This is an optimization exercise on Yosys and OpenROAD, whose aim is small area, not a production implementation. Function was checked by simulation only, so behaviour that the tests miss may differ from the original.

==> flow/design.v <==
module bp_ao222n (
   input  logic a1, b1, a2, b2, a3, b3,
   output logic y
);
   assign y = ~((a1 & b1) | (a2 & b2) | (a3 & b3));
endmodule
module bp_ao22nand3 (
   input  logic g1, g2, a1, b1, a2, b2,
   output logic y
);
   assign y = ~(g1 & g2 & ~((a1 & b1) | (a2 & b2)));
endmodule
module bp_nand4 (
   input  logic a, b, c, d,
   output logic y
);
   assign y = ~(a & b & c & d);
endmodule
module bp_hold (
   input  logic q, we, d, wn,
   output logic y
);
   assign y = (q | we) & (d | wn);
endmodule
module bp_or3 (
   input  logic a, b, c,
   output logic y
);
   assign y = a | b | c;
endmodule
module bp_or3and (
   input  logic a, b, c, e,
   output logic y
);
   assign y = (a | b | c) & e;
endmodule
module bp_sel32 (
   input  logic [31:0] sel,
   input  logic [31:0] d,
   output logic [2:0]  p
);
   logic [9:0] g;
   for (genvar k = 0; k < 10; k++) begin : g_ao
      bp_ao222n u_ao (
         .a1(sel[3*k]),   .b1(d[3*k]),
         .a2(sel[3*k+1]), .b2(d[3*k+1]),
         .a3(sel[3*k+2]), .b3(d[3*k+2]),
         .y(g[k])
      );
   end
   bp_nand4 u_p0 (.a(g[0]), .b(g[1]), .c(g[2]),  .d(g[3]), .y(p[0]));
   bp_nand4 u_p1 (.a(g[4]), .b(g[5]), .c(g[6]),  .d(g[7]), .y(p[1]));
   bp_ao22nand3 u_p2 (.g1(g[8]), .g2(g[9]), .a1(sel[30]), .b1(d[30]),
                      .a2(sel[31]), .b2(d[31]), .y(p[2]));
endmodule
module bp_sel32y (
   input  logic [31:0] sel,
   input  logic [31:0] d,
   output logic        y
);
   logic [2:0] p;
   bp_sel32 u_sel (.sel(sel), .d(d), .p(p));
   bp_or3   u_or  (.a(p[0]), .b(p[1]), .c(p[2]), .y(y));
endmodule
module branch_predictor #(
   parameter  int unsigned DATA_LEN = 32,
   parameter  int unsigned ENTRIES  = 32,
   localparam int unsigned IDX_LEN  = $clog2(ENTRIES),
   localparam int unsigned TAG_LEN  = DATA_LEN - IDX_LEN - 2
) (
   input  logic                clk,
   input  logic                reset,
   input  logic [DATA_LEN-1:0] if_pc,
   output logic                pred_taken,
   output logic [DATA_LEN-1:0] pred_target,
   input  logic                flush,
   input  logic                upd_valid,
   input  logic [DATA_LEN-1:0] upd_pc,
   input  logic                upd_is_jal,
   input  logic                upd_taken,
   input  logic [DATA_LEN-1:0] upd_target,
   input  logic                upd_pred_taken,
   input  logic [DATA_LEN-1:0] upd_pred_target
);
   logic [ENTRIES-1:0]  valid_q;
   logic [TAG_LEN-1:0]  tag_q    [ENTRIES];
   logic [1:0]          ctr_q    [ENTRIES];
   logic [DATA_LEN-1:0] target_q [ENTRIES];
   logic [IDX_LEN-1:0]  lk_idx;
   logic [TAG_LEN-1:0]  lk_tag;
   logic                lk_hit;
   logic [IDX_LEN-1:0]  up_idx;
   logic [TAG_LEN-1:0]  up_tag;
   logic                up_hit;
   logic                up_en;
   logic                wr_all;
   logic                wr_ctr;
   logic [1:0]          ctr_cur;
   logic [1:0]          ctr_next;
   logic                unused_bits;
   assign unused_bits = ^{if_pc[1:0], upd_pc[1:0], upd_pred_taken, upd_pred_target};
   assign lk_idx = if_pc[IDX_LEN+1:2];
   assign lk_tag = if_pc[DATA_LEN-1:IDX_LEN+2];
   assign up_idx = upd_pc[IDX_LEN+1:2];
   assign up_tag = upd_pc[DATA_LEN-1:IDX_LEN+2];
   logic [ENTRIES-1:0]  lk_sel;
   logic [ENTRIES-1:0]  up_sel;
   always_comb begin
      for (int i = 0; i < int'(ENTRIES); i++) begin
         lk_sel[i] = (lk_idx == IDX_LEN'(i));
         up_sel[i] = (up_idx == IDX_LEN'(i));
      end
   end
   logic [ENTRIES-1:0]  tag_col    [TAG_LEN];
   logic [ENTRIES-1:0]  target_col [DATA_LEN];
   logic [ENTRIES-1:0]  ctr_col    [2];
   always_comb begin
      for (int i = 0; i < int'(ENTRIES); i++) begin
         for (int j = 0; j < int'(TAG_LEN); j++)  tag_col[j][i]    = tag_q[i][j];
         for (int j = 0; j < int'(DATA_LEN); j++) target_col[j][i] = target_q[i][j];
         for (int j = 0; j < 2; j++)              ctr_col[j][i]    = ctr_q[i][j];
      end
   end
   logic [TAG_LEN-1:0]  lk_tag_r;
   logic                lk_valid_r;
   logic                lk_ctr_r;
   logic [TAG_LEN-1:0]  up_tag_r;
   logic                up_valid_r;
   logic [1:0]          up_ctr_r;
   for (genvar j = 0; j < TAG_LEN; j++) begin : g_lk_tag
      bp_sel32y u_lk (.sel(lk_sel), .d(tag_col[j]), .y(lk_tag_r[j]));
      bp_sel32y u_up (.sel(up_sel), .d(tag_col[j]), .y(up_tag_r[j]));
   end
   bp_sel32y u_lk_valid (.sel(lk_sel), .d(valid_q),    .y(lk_valid_r));
   bp_sel32y u_lk_ctr   (.sel(lk_sel), .d(ctr_col[1]), .y(lk_ctr_r));
   bp_sel32y u_up_valid (.sel(up_sel), .d(valid_q),    .y(up_valid_r));
   for (genvar j = 0; j < 2; j++) begin : g_up_ctr
      bp_sel32y u_up (.sel(up_sel), .d(ctr_col[j]), .y(up_ctr_r[j]));
   end
   assign lk_hit     = lk_valid_r && (lk_tag_r == lk_tag);
   assign pred_taken = !reset && lk_hit && lk_ctr_r;
   for (genvar j = 0; j < DATA_LEN; j++) begin : g_lk_target
      logic [2:0] p;
      bp_sel32  u_sel (.sel(lk_sel), .d(target_col[j]), .p(p));
      bp_or3and u_out (.a(p[0]), .b(p[1]), .c(p[2]), .e(pred_taken), .y(pred_target[j]));
   end
   always_comb begin
      up_en    = upd_valid && !flush;
      up_hit   = up_valid_r && (up_tag_r == up_tag);
      ctr_cur  = up_ctr_r;
      wr_all   = up_en && upd_taken;
      wr_ctr   = up_en && (upd_taken || up_hit);
      if (!up_hit)          ctr_next = {1'b1, upd_is_jal};
      else if (upd_is_jal)  ctr_next = 2'b11;
      else if (upd_taken)   ctr_next = (ctr_cur == 2'b11) ? 2'b11 : ctr_cur + 2'd1;
      else                  ctr_next = (ctr_cur == 2'b00) ? 2'b00 : ctr_cur - 2'd1;
   end
   always_ff @(posedge clk or posedge reset) begin
      if (reset) begin
         valid_q <= '0;
      end else begin
         for (int i = 0; i < int'(ENTRIES); i++) begin
            if (flush) valid_q[i] <= 1'b0;
            else if (wr_all && up_sel[i]) valid_q[i] <= 1'b1;
         end
      end
   end
   logic [ENTRIES-1:0]  we_all;
   logic [ENTRIES-1:0]  we_all_n;
   logic [ENTRIES-1:0]  we_ctr;
   logic [ENTRIES-1:0]  we_ctr_n;
   assign we_all   = {ENTRIES{wr_all}} & up_sel;
   assign we_all_n = ~we_all;
   assign we_ctr   = {ENTRIES{wr_ctr}} & up_sel;
   assign we_ctr_n = ~we_ctr;
   logic [TAG_LEN-1:0]  tag_d    [ENTRIES];
   logic [1:0]          ctr_d    [ENTRIES];
   logic [DATA_LEN-1:0] target_d [ENTRIES];
   for (genvar i = 0; i < ENTRIES; i++) begin : g_entry
      for (genvar j = 0; j < TAG_LEN; j++) begin : g_tag
         bp_hold u_h (.q(tag_q[i][j]), .we(we_all[i]), .d(up_tag[j]), .wn(we_all_n[i]),
                      .y(tag_d[i][j]));
      end
      for (genvar j = 0; j < DATA_LEN; j++) begin : g_target
         bp_hold u_h (.q(target_q[i][j]), .we(we_all[i]), .d(upd_target[j]), .wn(we_all_n[i]),
                      .y(target_d[i][j]));
      end
      for (genvar j = 0; j < 2; j++) begin : g_ctr
         bp_hold u_h (.q(ctr_q[i][j]), .we(we_ctr[i]), .d(ctr_next[j]), .wn(we_ctr_n[i]),
                      .y(ctr_d[i][j]));
      end
   end
   always_ff @(posedge clk) begin
      for (int i = 0; i < int'(ENTRIES); i++) begin
         tag_q[i]    <= tag_d[i];
         target_q[i] <= target_d[i];
         ctr_q[i]    <= ctr_d[i];
      end
   end
endmodule
export LEC_CHECK = 0
export CAP_MARGIN = 20
export CORE_MARGIN = 2
export CORE_UTILIZATION = 55
export CTS_CLUSTER_DIAMETER = 80
export CTS_CLUSTER_SIZE = 24
export SETUP_SLACK_MARGIN = 0
export SLEW_MARGIN = 20
export SYNTH_HIERARCHICAL = 1
export BUFFER_PORTS_ARGS = -buffer_cell sky130_fd_sc_hd__buf_1
export CTS_ARGS = -sink_clustering_enable -repair_clock_nets -sink_clustering_size 24 -sink_clustering_max_diameter 80 -dont_use_dummy_load
create_clock -name core_clock -period 12.0 [get_ports {clk}]
standard.sh (not shown) runs the stock make flow with config.mk's settings and CLKGATE_MAP_FILE= SYNTH_SCRIPT=/design/flow/synth_recipe.tcl, a recipe that flattens the netlist after the stock synthesis.
==> flow/flow/run.sh <==
#!/bin/bash
# Standard layout with two changes: the port buffers are buf_1 cells, and
# clock tree synthesis builds larger sink clusters without dummy loads.
set -e
cp standard.sh standard_sh.txt
cat >> config.mk <<'EOC'
export BUFFER_PORTS_ARGS = -buffer_cell sky130_fd_sc_hd__buf_1
export CTS_ARGS = -sink_clustering_enable -repair_clock_nets -sink_clustering_size 24 -sink_clustering_max_diameter 80 -dont_use_dummy_load
EOC
bash standard.sh > standard.log 2>&1
The starting point finished clean.
Edit:
==> flow/flow/run.sh (replaced) <==
#!/bin/bash
# Standard layout with two changes: the port buffers are buf_1 cells, and
# clock tree synthesis builds larger sink clusters without dummy loads.
set -e
cat >> config.mk <<'EOC'
export BUFFER_PORTS_ARGS = -buffer_cell sky130_fd_sc_hd__buf_1
export CTS_ARGS = -sink_clustering_enable -repair_clock_nets -sink_clustering_size 26 -sink_clustering_max_diameter 80 -dont_use_dummy_load
EOC
bash standard.sh > standard.log 2>&1
- CAP_MARGIN: 20 -> 10
- CTS_ARGS: -sink_clustering_enable -repair_clock_nets -sink_clustering_size 24 -sink_clustering_max_diameter 80 -dont_use_dummy_load -> -sink_clustering_enable -repair_clock_nets -sink_clustering_size 26 -sink_clustering_max_diameter 80 -dont_use_dummy_load
- CTS_CLUSTER_SIZE: 24 -> 26
- SLEW_MARGIN: 20 -> 10
Outcome: Wire length is about the same. Design area is lower by 0.50%. First-iteration DRC count is higher by 2.8%.

## what the ideal ports hide
Ports are ideal in the flow. The routed layouts listed here were re-timed in OpenROAD.
Step 1 assumes that a clkbuf_16 drives the clock port and a buf_2 every other input.
Step 2 also shifts input and output timing later by t, the mid clock arrival at the registers, as if the neighbouring blocks saw the same clock.
a / b / c = ideal ports / drivers / drivers and shift; a / b = the first two.
run | t, ns | setup slack, ns | hold WS [ns] | worst setup path at the end
the first run | 0.795 | 1.147 / 1.120 / 1.120 | 0.475 / 0.475 / 0.475 | input to output
the second run | 0.793 | 1.099 / 1.075 / 1.075 | 0.470 / 0.470 / 0.470 | input to output
After both steps every run listed still meets setup and hold. The setup slack of the first run, which loses most, moves by -0.027 ns with the drivers and by -0.027 ns with both steps.
